Context: an optimization exercise on an open-source flow, tuned for small area and a short achievable clock period. The choices shown serve that exercise and are no tape-out recipe.
At most, simulation tests tie the RTL to the original design; equivalence was not proved.
Power figures rest on the tool's default switching activity, not on a simulated workload.

==> run K: inputs <==
## csr_unit
module csr_unit (
  input  logic        clk_i,
  input  logic        rst_ni,
  input  logic        req_valid_i,
  output logic        req_ready_o,
  input  logic [1:0]  req_op_i,
  input  logic [11:0] req_addr_i,
  input  logic [31:0] req_wdata_i,
  output logic        rsp_valid_o,
  input  logic        rsp_ready_i,
  output logic [31:0] rsp_rdata_o,
  output logic        rsp_illegal_o,
  input  logic        trap_valid_i,
  input  logic [31:0] trap_cause_i,
  input  logic [31:0] trap_epc_i,
  input  logic [31:0] trap_tval_i,
  input  logic        mret_valid_i,
  input  logic        retire_i,
  output logic [31:0] mtvec_o,
  output logic [31:0] mepc_o,
  output logic        mstatus_mie_o
);
==> flow/config.mk <==
export PLATFORM = sky130hd
export DESIGN_NAME = csr_unit
export DESIGN_NICKNAME = csr_unit
export VERILOG_FILES = /design/flow/design.v
export SDC_FILE = /design/flow/constraint.sdc
export NUM_CORES = 4
export LEC_CHECK = 0
export CAP_MARGIN = 20
export CORE_MARGIN = 2
export CORE_UTILIZATION = 40
export SETUP_SLACK_MARGIN = 1.5
export SLEW_MARGIN = 20
==> flow/constraint.sdc <==
create_clock -name core_clock -period 3.5 [get_ports {clk_i}]
set_input_delay 0.7000 -clock core_clock [delete_from_list [all_inputs] [get_ports {clk_i}]]
set_output_delay 0.7000 -clock core_clock [all_outputs]
set_load 0.01 [all_outputs]
standard.sh (not shown) runs the stock make flow with config.mk's settings and CLKGATE_MAP_FILE= SYNTH_SCRIPT=/design/flow/synth_recipe.tcl, a recipe that flattens the netlist after the stock synthesis.
==> flow/flow/run.sh <==
#!/bin/bash
cp standard.sh std_copy.log
export BUFFER_PORTS_ARGS="-buffer_cell sky130_fd_sc_hd__buf_1"
export CTS_ARGS="-sink_clustering_enable -repair_clock_nets -buf_list {sky130_fd_sc_hd__clkbuf_8 sky130_fd_sc_hd__clkbuf_16} -root_buf sky130_fd_sc_hd__clkbuf_16 -sink_clustering_buffer sky130_fd_sc_hd__clkbuf_8 -dont_use_dummy_load"
bash standard.sh > standard_flow.log 2>&1
==> run P (differences from run K) <==
--- a/flow/config.mk
+++ b/flow/config.mk
@@ -10,3 +10,3 @@
 export CORE_UTILIZATION = 40
-export SETUP_SLACK_MARGIN = 1.5
+export SETUP_SLACK_MARGIN = 1.6
 export SLEW_MARGIN = 20
==> impl_metrics.tcl <==
set metrics [dict create \
    wirelength_um 59400 \
    pg_seq_uw 6310 \
    fill_cells 4108 \
    met3_usage 0.0434 \
    buf_share 0.0773 \
    wl_met2_um 27700 \
    cpMaxStageDelayCell "or4_2" \
    vias 15900 \
    p_seq_frac 0.489 \
    p_comb_frac 0.260 \
    grt_pass1_vias 15600 \
    timing.critical_path.from "mcycle_q[8]$_DFFE_PN0P_" \
    relSlewSlack 0.404 \
    status "complete, no violations" \
    via_per_inst 5.81 \
]
Source of the figures above: run K

==> impl_metrics.tcl <==
set metrics [dict create \
    vias 15800 \
    grt_pass1_vias 15500 \
    p_comb_frac 0.261 \
    via_per_inst 5.81 \
    buf_share 0.0766 \
    p_seq_frac 0.492 \
    maxPowerGroup "registers" \
    cts_buffers 60 \
    critPathKind "flip-flop to primary output" \
    wl_met2_um 28400 \
    met3_usage 0.0425 \
    relSlewSlack 0.489 \
    pg_seq_uw 6350 \
    status "complete, no violations" \
    slowest_delay_ps 400 \
    synth_edf_count 80 \
    wirelength_um 59100 \
    cts_root_buffer "clkbuf_16" \
    drv_slew 0 \
    fill_cells 4113 \
]
Source of the figures above: run P


---

==> job 2271: inputs <==
==> flow/design.v <==
package csr_pkg;
  typedef logic [32-1:0]   csr_data_t;
  typedef logic [12-1:0] csr_addr_t;
  typedef enum logic [1:0] {
    CSR_OP_READ  = 2'b00,
    CSR_OP_WRITE = 2'b01,
    CSR_OP_SET   = 2'b10,
    CSR_OP_CLEAR = 2'b11
  } csr_op_e;
  typedef struct packed {
    csr_op_e   op;
    csr_addr_t addr;
    csr_data_t wdata;
  } csr_req_t;
  typedef struct packed {
    csr_op_e   op;
    csr_addr_t addr;
    csr_data_t wdata;
    logic      illegal;
  } csr_dec_t;
  typedef struct packed {
    csr_data_t rdata;
    logic      illegal;
  } csr_rsp_t;
  typedef struct packed {
    csr_data_t cause;
    csr_data_t epc;
    csr_data_t tval;
  } trap_info_t;
  function automatic csr_data_t csr_apply(csr_op_e op, csr_data_t old_val, csr_data_t wdata);
    case (op)
      csr_pkg::CSR_OP_WRITE: csr_apply = wdata;
      csr_pkg::CSR_OP_SET:   csr_apply = old_val | wdata;
      csr_pkg::CSR_OP_CLEAR: csr_apply = old_val & ~wdata;
      default:      csr_apply = old_val;
    endcase
  endfunction
endpackage
`timescale 1ns/1ps
module csr_unit (
  input  logic        clk_i,
  input  logic        rst_ni,
  input  logic        req_valid_i,
  output logic        req_ready_o,
  input  logic [1:0]  req_op_i,
  input  logic [11:0] req_addr_i,
  input  logic [31:0] req_wdata_i,
  output logic        rsp_valid_o,
  input  logic        rsp_ready_i,
  output logic [31:0] rsp_rdata_o,
  output logic        rsp_illegal_o,
  input  logic        trap_valid_i,
  input  logic [31:0] trap_cause_i,
  input  logic [31:0] trap_epc_i,
  input  logic [31:0] trap_tval_i,
  input  logic        mret_valid_i,
  input  logic        retire_i,
  output logic [31:0] mtvec_o,
  output logic [31:0] mepc_o,
  output logic        mstatus_mie_o
);
  localparam logic [3:0] S_ZERO     = 4'd0;   
  localparam logic [3:0] S_ILL      = 4'd1;   
  localparam logic [3:0] S_MSTATUS  = 4'd2;
  localparam logic [3:0] S_MISA     = 4'd3;
  localparam logic [3:0] S_MIE      = 4'd4;
  localparam logic [3:0] S_MTVEC    = 4'd5;
  localparam logic [3:0] S_MCNTINH  = 4'd6;
  localparam logic [3:0] S_MSCRATCH = 4'd7;
  localparam logic [3:0] S_MEPC     = 4'd8;
  localparam logic [3:0] S_MCAUSE   = 4'd9;
  localparam logic [3:0] S_MTVAL    = 4'd10;
  localparam logic [3:0] S_MCYCLE   = 4'd11;
  localparam logic [3:0] S_MINSTRET = 4'd12;
  logic        slot_v_q;
  logic [1:0]  op_q;
  logic [3:0]  sel_q;
  logic [31:0] wdata_q;
  logic        rsp_v_q;
  logic [31:0] rsp_rdata_q;
  logic        rsp_ill_q;
  logic        stage_ready;
  logic        commit;
  logic        is_rd;
  logic [3:0]  sel_d;
  assign stage_ready = !rsp_v_q || rsp_ready_i;
  assign req_ready_o = !slot_v_q || stage_ready;
  assign commit      = slot_v_q && stage_ready;
  assign is_rd = (req_op_i == csr_pkg::CSR_OP_READ);
  always_comb begin
    case (req_addr_i)
      12'h300:       sel_d = S_MSTATUS;
      12'h301:          sel_d = is_rd ? S_MISA : S_ILL;
      12'h304:           sel_d = S_MIE;
      12'h305:         sel_d = S_MTVEC;
      12'h320: sel_d = S_MCNTINH;
      12'h340:      sel_d = S_MSCRATCH;
      12'h341:          sel_d = S_MEPC;
      12'h342:        sel_d = S_MCAUSE;
      12'h343:         sel_d = S_MTVAL;
      12'hB00:        sel_d = S_MCYCLE;
      12'hB02:      sel_d = S_MINSTRET;
      12'hF11,
      12'hF12,
      12'hF13,
      12'hF14:       sel_d = is_rd ? S_ZERO : S_ILL;
      default:                 sel_d = S_ILL;
    endcase
  end
  always_ff @(posedge clk_i or negedge rst_ni) begin
    if (!rst_ni) begin
      slot_v_q <= 1'b0;
    end else if (req_ready_o) begin
      slot_v_q <= req_valid_i;
    end
  end
  always_ff @(posedge clk_i) begin
    if (req_ready_o) begin
      op_q    <= req_op_i;
      sel_q   <= sel_d;
      wdata_q <= req_wdata_i;
    end
  end
  logic        mstatus_mie_q;
  logic        mstatus_mpie_q;
  logic [31:0] mie_q;
  logic        mie_set_q;
  logic [31:2] mtvec_q;
  logic [31:0] mscratch_q;
  logic        mscratch_set_q;
  logic [31:2] mepc_q;
  logic [31:0] mcause_q;
  logic        mcause_set_q;
  logic [31:0] mtval_q;
  logic        mtval_set_q;
  logic [31:0] mcycle_q;
  logic [31:0] minstret_q;
  logic        cy_inhibit_q;
  logic        ir_inhibit_q;
  logic [31:0] rdata;
  always_comb begin
    rdata = '0;
    case (sel_q)
      S_MSTATUS: begin
        rdata[3]  = mstatus_mie_q;
        rdata[7] = mstatus_mpie_q;
      end
      S_MISA:     rdata = 32'h4000_0100;
      S_MIE:      rdata = mie_set_q ? mie_q : '0;
      S_MTVEC:    rdata = {mtvec_q, 2'b00};
      S_MCNTINH: begin
        rdata[0] = cy_inhibit_q;
        rdata[2] = ir_inhibit_q;
      end
      S_MSCRATCH: rdata = mscratch_set_q ? mscratch_q : '0;
      S_MEPC:     rdata = {mepc_q, 2'b00};
      S_MCAUSE:   rdata = mcause_set_q ? mcause_q : '0;
      S_MTVAL:    rdata = mtval_set_q ? mtval_q : '0;
      S_MCYCLE:   rdata = mcycle_q;
      S_MINSTRET: rdata = minstret_q;
      default:    rdata = '0;
    endcase
  end
  always_ff @(posedge clk_i or negedge rst_ni) begin
    if (!rst_ni) begin
      rsp_v_q <= 1'b0;
    end else if (stage_ready) begin
      rsp_v_q <= slot_v_q;
    end
  end
  always_ff @(posedge clk_i) begin
    if (stage_ready) begin
      rsp_rdata_q <= rdata;
      rsp_ill_q   <= (sel_q == S_ILL);
    end
  end
  assign rsp_valid_o   = rsp_v_q;
  assign rsp_rdata_o   = rsp_rdata_q;
  assign rsp_illegal_o = rsp_ill_q;
  logic        wr;
  logic [31:0] wr_val;
  logic        we_mstatus, we_mie, we_mtvec, we_mcntinh, we_mscratch;
  logic        we_mepc, we_mcause, we_mtval, we_mcycle, we_minstret;
  assign wr     = commit && (op_q != csr_pkg::CSR_OP_READ);
  assign wr_val = csr_pkg::csr_apply(csr_pkg::csr_op_e'(op_q), rdata, wdata_q);
  assign we_mstatus  = wr && (sel_q == S_MSTATUS);
  assign we_mie      = wr && (sel_q == S_MIE);
  assign we_mtvec    = wr && (sel_q == S_MTVEC);
  assign we_mcntinh  = wr && (sel_q == S_MCNTINH);
  assign we_mscratch = wr && (sel_q == S_MSCRATCH);
  assign we_mepc     = wr && (sel_q == S_MEPC);
  assign we_mcause   = wr && (sel_q == S_MCAUSE);
  assign we_mtval    = wr && (sel_q == S_MTVAL);
  assign we_mcycle   = wr && (sel_q == S_MCYCLE);
  assign we_minstret = wr && (sel_q == S_MINSTRET);
  always_ff @(posedge clk_i or negedge rst_ni) begin
    if (!rst_ni) begin
      mstatus_mie_q  <= 1'b0;
      mstatus_mpie_q <= 1'b0;
    end else if (trap_valid_i) begin
      mstatus_mpie_q <= mstatus_mie_q;
      mstatus_mie_q  <= 1'b0;
    end else if (mret_valid_i) begin
      mstatus_mie_q  <= mstatus_mpie_q;
      mstatus_mpie_q <= 1'b1;
    end else if (we_mstatus) begin
      mstatus_mie_q  <= wr_val[3];
      mstatus_mpie_q <= wr_val[7];
    end
  end
  always_ff @(posedge clk_i or negedge rst_ni) begin
    if (!rst_ni) begin
      mtvec_q <= '0;
    end else if (we_mtvec) begin
      mtvec_q <= wr_val[31:2];
    end
  end
  always_ff @(posedge clk_i or negedge rst_ni) begin
    if (!rst_ni) begin
      mepc_q <= '0;
    end else if (trap_valid_i) begin
      mepc_q <= trap_epc_i[31:2];
    end else if (we_mepc) begin
      mepc_q <= wr_val[31:2];
    end
  end
  always_ff @(posedge clk_i or negedge rst_ni) begin
    if (!rst_ni) begin
      mie_set_q      <= 1'b0;
      mscratch_set_q <= 1'b0;
      mcause_set_q   <= 1'b0;
      mtval_set_q    <= 1'b0;
    end else begin
      if (we_mie)                     mie_set_q      <= 1'b1;
      if (we_mscratch)                mscratch_set_q <= 1'b1;
      if (trap_valid_i || we_mcause)  mcause_set_q   <= 1'b1;
      if (trap_valid_i || we_mtval)   mtval_set_q    <= 1'b1;
    end
  end
  always_ff @(posedge clk_i) begin
    if (we_mie)      mie_q      <= wr_val;
    if (we_mscratch) mscratch_q <= wr_val;
    if (trap_valid_i) begin
      mcause_q <= trap_cause_i;
      mtval_q  <= trap_tval_i;
    end else begin
      if (we_mcause) mcause_q <= wr_val;
      if (we_mtval)  mtval_q  <= wr_val;
    end
  end
  always_ff @(posedge clk_i or negedge rst_ni) begin
    if (!rst_ni) begin
      mcycle_q     <= '0;
      minstret_q   <= '0;
      cy_inhibit_q <= 1'b0;
      ir_inhibit_q <= 1'b0;
    end else begin
      if (we_mcycle) begin
        mcycle_q <= wr_val;
      end else if (!cy_inhibit_q) begin
        mcycle_q <= mcycle_q + 32'd1;
      end
      if (we_minstret) begin
        minstret_q <= wr_val;
      end else if (retire_i && !ir_inhibit_q) begin
        minstret_q <= minstret_q + 32'd1;
      end
      if (we_mcntinh) begin
        cy_inhibit_q <= wr_val[0];
        ir_inhibit_q <= wr_val[2];
      end
    end
  end
  assign mtvec_o       = {mtvec_q, 2'b00};
  assign mepc_o        = {mepc_q, 2'b00};
  assign mstatus_mie_o = mstatus_mie_q;
endmodule
==> flow/run.sh <==
#!/bin/bash
# synth_recipe.tcl (not shown) runs the flow's synth.tcl, then flattens the netlist and writes it again
# the make line also repeats each setting of config.mk as NAME=value (left out here)
make -C /OpenROAD-flow-scripts/flow DESIGN_CONFIG=/design/flow/config.mk WORK_HOME=/design/flow/orfs CLKGATE_MAP_FILE= SYNTH_SCRIPT=/design/flow/synth_recipe.tcl finish
==> flow/config.mk <==
export PLATFORM = sky130hd
export DESIGN_NAME = csr_unit
export DESIGN_NICKNAME = csr_unit
export VERILOG_FILES = /design/flow/design.v
export SDC_FILE = /design/flow/constraint.sdc
export NUM_CORES = 4
export LEC_CHECK = 0
export CAP_MARGIN = 20
export CORE_MARGIN = 2
export CORE_UTILIZATION = 40
export SLEW_MARGIN = 20
==> flow/constraint.sdc <==
create_clock -name core_clock -period 3.5 [get_ports {clk_i}]
set_input_delay 0.7000 -clock core_clock [delete_from_list [all_inputs] [get_ports {clk_i}]]
set_output_delay 0.7000 -clock core_clock [all_outputs]
set_load 0.01 [all_outputs]
==> job 2798 (differences from job 2271) <==
--- a/flow/design.v
+++ b/flow/design.v
@@ -60,20 +60,20 @@
   output logic        mstatus_mie_o
 );
-  localparam logic [3:0] S_ZERO     = 4'd0;   
-  localparam logic [3:0] S_ILL      = 4'd1;   
-  localparam logic [3:0] S_MSTATUS  = 4'd2;
-  localparam logic [3:0] S_MISA     = 4'd3;
-  localparam logic [3:0] S_MIE      = 4'd4;
-  localparam logic [3:0] S_MTVEC    = 4'd5;
-  localparam logic [3:0] S_MCNTINH  = 4'd6;
-  localparam logic [3:0] S_MSCRATCH = 4'd7;
-  localparam logic [3:0] S_MEPC     = 4'd8;
-  localparam logic [3:0] S_MCAUSE   = 4'd9;
-  localparam logic [3:0] S_MTVAL    = 4'd10;
-  localparam logic [3:0] S_MCYCLE   = 4'd11;
-  localparam logic [3:0] S_MINSTRET = 4'd12;
+  localparam int N_SEL      = 12;
+  localparam int S_ILL      = 0;    
+  localparam int S_MSTATUS  = 1;
+  localparam int S_MISA     = 2;
+  localparam int S_MIE      = 3;
+  localparam int S_MTVEC    = 4;
+  localparam int S_MCNTINH  = 5;
+  localparam int S_MSCRATCH = 6;
+  localparam int S_MEPC     = 7;
+  localparam int S_MCAUSE   = 8;
+  localparam int S_MTVAL    = 9;
+  localparam int S_MCYCLE   = 10;
+  localparam int S_MINSTRET = 11;
   logic        slot_v_q;
   logic [1:0]  op_q;
-  logic [3:0]  sel_q;
+  logic [N_SEL-1:0] sel_q;
   logic [31:0] wdata_q;
   logic        rsp_v_q;
@@ -83,5 +83,5 @@
   logic        commit;
   logic        is_rd;
-  logic [3:0]  sel_d;
+  logic [N_SEL-1:0] sel_d;
   assign stage_ready = !rsp_v_q || rsp_ready_i;
   assign req_ready_o = !slot_v_q || stage_ready;
@@ -89,21 +89,22 @@
   assign is_rd = (req_op_i == csr_pkg::CSR_OP_READ);
   always_comb begin
+    sel_d = '0;
     case (req_addr_i)
-      12'h300:       sel_d = S_MSTATUS;
-      12'h301:          sel_d = is_rd ? S_MISA : S_ILL;
-      12'h304:           sel_d = S_MIE;
-      12'h305:         sel_d = S_MTVEC;
-      12'h320: sel_d = S_MCNTINH;
-      12'h340:      sel_d = S_MSCRATCH;
-      12'h341:          sel_d = S_MEPC;
-      12'h342:        sel_d = S_MCAUSE;
-      12'h343:         sel_d = S_MTVAL;
-      12'hB00:        sel_d = S_MCYCLE;
-      12'hB02:      sel_d = S_MINSTRET;
+      12'h300:       sel_d[S_MSTATUS]  = 1'b1;
+      12'h301:          if (is_rd) sel_d[S_MISA] = 1'b1; else sel_d[S_ILL] = 1'b1;
+      12'h304:           sel_d[S_MIE]      = 1'b1;
+      12'h305:         sel_d[S_MTVEC]    = 1'b1;
+      12'h320: sel_d[S_MCNTINH]  = 1'b1;
+      12'h340:      sel_d[S_MSCRATCH] = 1'b1;
+      12'h341:          sel_d[S_MEPC]     = 1'b1;
+      12'h342:        sel_d[S_MCAUSE]   = 1'b1;
+      12'h343:         sel_d[S_MTVAL]    = 1'b1;
+      12'hB00:        sel_d[S_MCYCLE]   = 1'b1;
+      12'hB02:      sel_d[S_MINSTRET] = 1'b1;
       12'hF11,
       12'hF12,
       12'hF13,
-      12'hF14:       sel_d = is_rd ? S_ZERO : S_ILL;
-      default:                 sel_d = S_ILL;
+      12'hF14:       if (!is_rd) sel_d[S_ILL] = 1'b1;
+      default:                 sel_d[S_ILL] = 1'b1;
     endcase
   end
@@ -141,24 +142,18 @@
   always_comb begin
     rdata = '0;
-    case (sel_q)
-      S_MSTATUS: begin
-        rdata[3]  = mstatus_mie_q;
-        rdata[7] = mstatus_mpie_q;
-      end
-      S_MISA:     rdata = 32'h4000_0100;
-      S_MIE:      rdata = mie_set_q ? mie_q : '0;
-      S_MTVEC:    rdata = {mtvec_q, 2'b00};
-      S_MCNTINH: begin
-        rdata[0] = cy_inhibit_q;
-        rdata[2] = ir_inhibit_q;
-      end
-      S_MSCRATCH: rdata = mscratch_set_q ? mscratch_q : '0;
-      S_MEPC:     rdata = {mepc_q, 2'b00};
-      S_MCAUSE:   rdata = mcause_set_q ? mcause_q : '0;
-      S_MTVAL:    rdata = mtval_set_q ? mtval_q : '0;
-      S_MCYCLE:   rdata = mcycle_q;
-      S_MINSTRET: rdata = minstret_q;
-      default:    rdata = '0;
-    endcase
+    rdata[3]  = sel_q[S_MSTATUS] & mstatus_mie_q;
+    rdata[7] = sel_q[S_MSTATUS] & mstatus_mpie_q;
+    rdata[0] = sel_q[S_MCNTINH] & cy_inhibit_q;
+    rdata[2] = sel_q[S_MCNTINH] & ir_inhibit_q;
+    rdata = rdata
+          | ({32{sel_q[S_MISA]}} & 32'h4000_0100)
+          | ({32{sel_q[S_MIE] & mie_set_q}} & mie_q)
+          | ({32{sel_q[S_MTVEC]}} & {mtvec_q, 2'b00})
+          | ({32{sel_q[S_MSCRATCH] & mscratch_set_q}} & mscratch_q)
+          | ({32{sel_q[S_MEPC]}} & {mepc_q, 2'b00})
+          | ({32{sel_q[S_MCAUSE] & mcause_set_q}} & mcause_q)
+          | ({32{sel_q[S_MTVAL] & mtval_set_q}} & mtval_q)
+          | ({32{sel_q[S_MCYCLE]}} & mcycle_q)
+          | ({32{sel_q[S_MINSTRET]}} & minstret_q);
   end
   always_ff @(posedge clk_i or negedge rst_ni) begin
@@ -172,5 +167,5 @@
     if (stage_ready) begin
       rsp_rdata_q <= rdata;
-      rsp_ill_q   <= (sel_q == S_ILL);
+      rsp_ill_q   <= sel_q[S_ILL];
     end
   end
@@ -184,14 +179,14 @@
   assign wr     = commit && (op_q != csr_pkg::CSR_OP_READ);
   assign wr_val = csr_pkg::csr_apply(csr_pkg::csr_op_e'(op_q), rdata, wdata_q);
-  assign we_mstatus  = wr && (sel_q == S_MSTATUS);
-  assign we_mie      = wr && (sel_q == S_MIE);
-  assign we_mtvec    = wr && (sel_q == S_MTVEC);
-  assign we_mcntinh  = wr && (sel_q == S_MCNTINH);
-  assign we_mscratch = wr && (sel_q == S_MSCRATCH);
-  assign we_mepc     = wr && (sel_q == S_MEPC);
-  assign we_mcause   = wr && (sel_q == S_MCAUSE);
-  assign we_mtval    = wr && (sel_q == S_MTVAL);
-  assign we_mcycle   = wr && (sel_q == S_MCYCLE);
-  assign we_minstret = wr && (sel_q == S_MINSTRET);
+  assign we_mstatus  = wr && sel_q[S_MSTATUS];
+  assign we_mie      = wr && sel_q[S_MIE];
+  assign we_mtvec    = wr && sel_q[S_MTVEC];
+  assign we_mcntinh  = wr && sel_q[S_MCNTINH];
+  assign we_mscratch = wr && sel_q[S_MSCRATCH];
+  assign we_mepc     = wr && sel_q[S_MEPC];
+  assign we_mcause   = wr && sel_q[S_MCAUSE];
+  assign we_mtval    = wr && sel_q[S_MTVAL];
+  assign we_mcycle   = wr && sel_q[S_MCYCLE];
+  assign we_minstret = wr && sel_q[S_MINSTRET];
   always_ff @(posedge clk_i or negedge rst_ni) begin
     if (!rst_ni) begin
==> flow/flow/run.sh (new file) <==
#!/bin/bash
cp standard.sh std_copy.log
export BUFFER_PORTS_ARGS="-buffer_cell sky130_fd_sc_hd__buf_1"
bash standard.sh > standard_flow.log 2>&1
==> flow/standard.sh (new file) <==
#!/bin/bash
# synth_recipe.tcl (not shown) runs the flow's synth.tcl, then flattens the netlist and writes it again
# the make line also repeats each setting of config.mk as NAME=value (left out here)
make -C /OpenROAD-flow-scripts/flow DESIGN_CONFIG=/design/flow/config.mk WORK_HOME=/design/flow/orfs CLKGATE_MAP_FILE= SYNTH_SCRIPT=/design/flow/synth_recipe.tcl "${@:-finish}"
Settings changed: CTS_BUF_LIST set to sky130_fd_sc_hd__clkbuf_4, SETUP_SLACK_MARGIN set to 1.5.
removed: flow/run.sh
==> summary of the runs <==
- In job 2271 the cell count is smaller than in job 2798, by about 5.4%.
- Between job 2798 and job 2271, the lower first-iteration DRC count is in job 2271 (gap about 4.3%, measured against job 2271).
- Total power: job 2271 is lower than job 2798 (19%).
- In sequential share of layout area, job 2798 and job 2271 hardly differ.
- Global-route usage: job 2271 is lower than job 2798 (0.89 points).
- Against job 2271, the cell area of job 2798 is higher by about 3%.
- Between job 2271 and job 2798, the lower combinational power is in job 2271 (gap about 46%, measured against job 2798).
- Core utilization: job 2798 is higher than job 2271 (4.2 points).
- Of job 2271 and job 2798, job 2798 has the higher clock skew (gap 0.046 ns).
- In job 2798 the synthesized area is lower than in job 2271, by 4.8%.
- In job 2271 the non-clock buffer count is lower than in job 2798, by 175.
==> figures <==
|  | job 2271 | job 2798 |
|---|---|---|
| Clock edge transition at the registers on the reported setup and hold paths | 0.06 ns | 0.08 ns |
| Total of flip-flops plus latches after synthesis | 333 | 341 |
| CTS root buffer | sky130_fd_sc_hd__clkbuf_16 | sky130_fd_sc_hd__clkbuf_4 |
| DR WL met3 | 4720 um | 5250 um |
| Half-perimeter wire length of the detailed placement result | 42000 um | 40400 um |
| Post-route fraction of the period consumed by the critical path | 89.4% | 65.0% |
| Net count, final | 1961 | 2069 |
| Portion of total power attributed to sequential cells | 45.8% | 41.4% |
| Vias in the first global route | 14198 | 13963 |
| Number of buffers inserted to repair setup after CTS | 0 | 128 |
| Unrepaired setup endpoints after global routing | false | true |
| Antenna violations before repair | 0 | 3 |
| GR met1 Demand/Resource | 37.0% | 38.5% |
| Worst hold slack | 0.133 ns | 0.0736 ns |
| Number of clock sinks seen by CTS | 333 | 341 |
| Wire length of the first global-routing pass | 88700 um | 86000 um |
| Run status | no timing/DRC/antenna violations | no timing/DRC/antenna violations |
| Buffering overhead | 13.9% | 15.7% |
| Sequential cell count | 333 | 341 |
| Fraction of synthesized cell area in xor and xnor cells | 4.73% | 5.08% |
| Most common cell in the netlist | sky130_fd_sc_hd__nand2_1 | sky130_fd_sc_hd__edfxtp_1 |
| Delay of the slowest cell on the worst path | 0.61 ns | 0.41 ns |
| Critical path depth | 7 | 9 |
The RTL of job 2798 was laid out without a check of its function.

afterwards: timing with drivers on the ports:
Ports are ideal in the flow. The routed layouts listed here were re-timed in OpenROAD.
Step 1: set_driving_cell puts a clkbuf_16 on clk_i and a buf_2 on each other input, an assumption about the parent block.
Step 2 moves the port delays by t, midway between the first and last clock arrival at a register: inputs arrive t later, outputs are due t later. That takes back most of the time a late clock gives input paths.
a / b / c = no drivers / after step 1 / after step 2; a / b = the first two.
run | shift t [ns] | slack for setup (ns) | hold slack, ns | slew at the worst register clock pin (ns)
run K | 0.599 | 1.481 / 1.472 / 1.143 | 0.202 / 0.171 / 0.442 | 0.07 / 0.07
run P | 0.601 | 1.575 / 1.519 / 1.097 | 0.180 / 0.149 / 0.425 | 0.06 / 0.06
job 2271 | 0.605 | 0.370 / 0.370 / 0.370 | 0.133 / 0.122 / 0.529 | 0.06 / 0.06
job 2798 | 0.819 | 1.224 / 1.224 / 0.764 | 0.074 / 0.044 / 0.434 | 0.08 / 0.08
After both steps every run listed still meets setup and hold. The setup slack of run P, which loses most, moves by -0.056 ns with the drivers and by -0.478 ns with both steps.
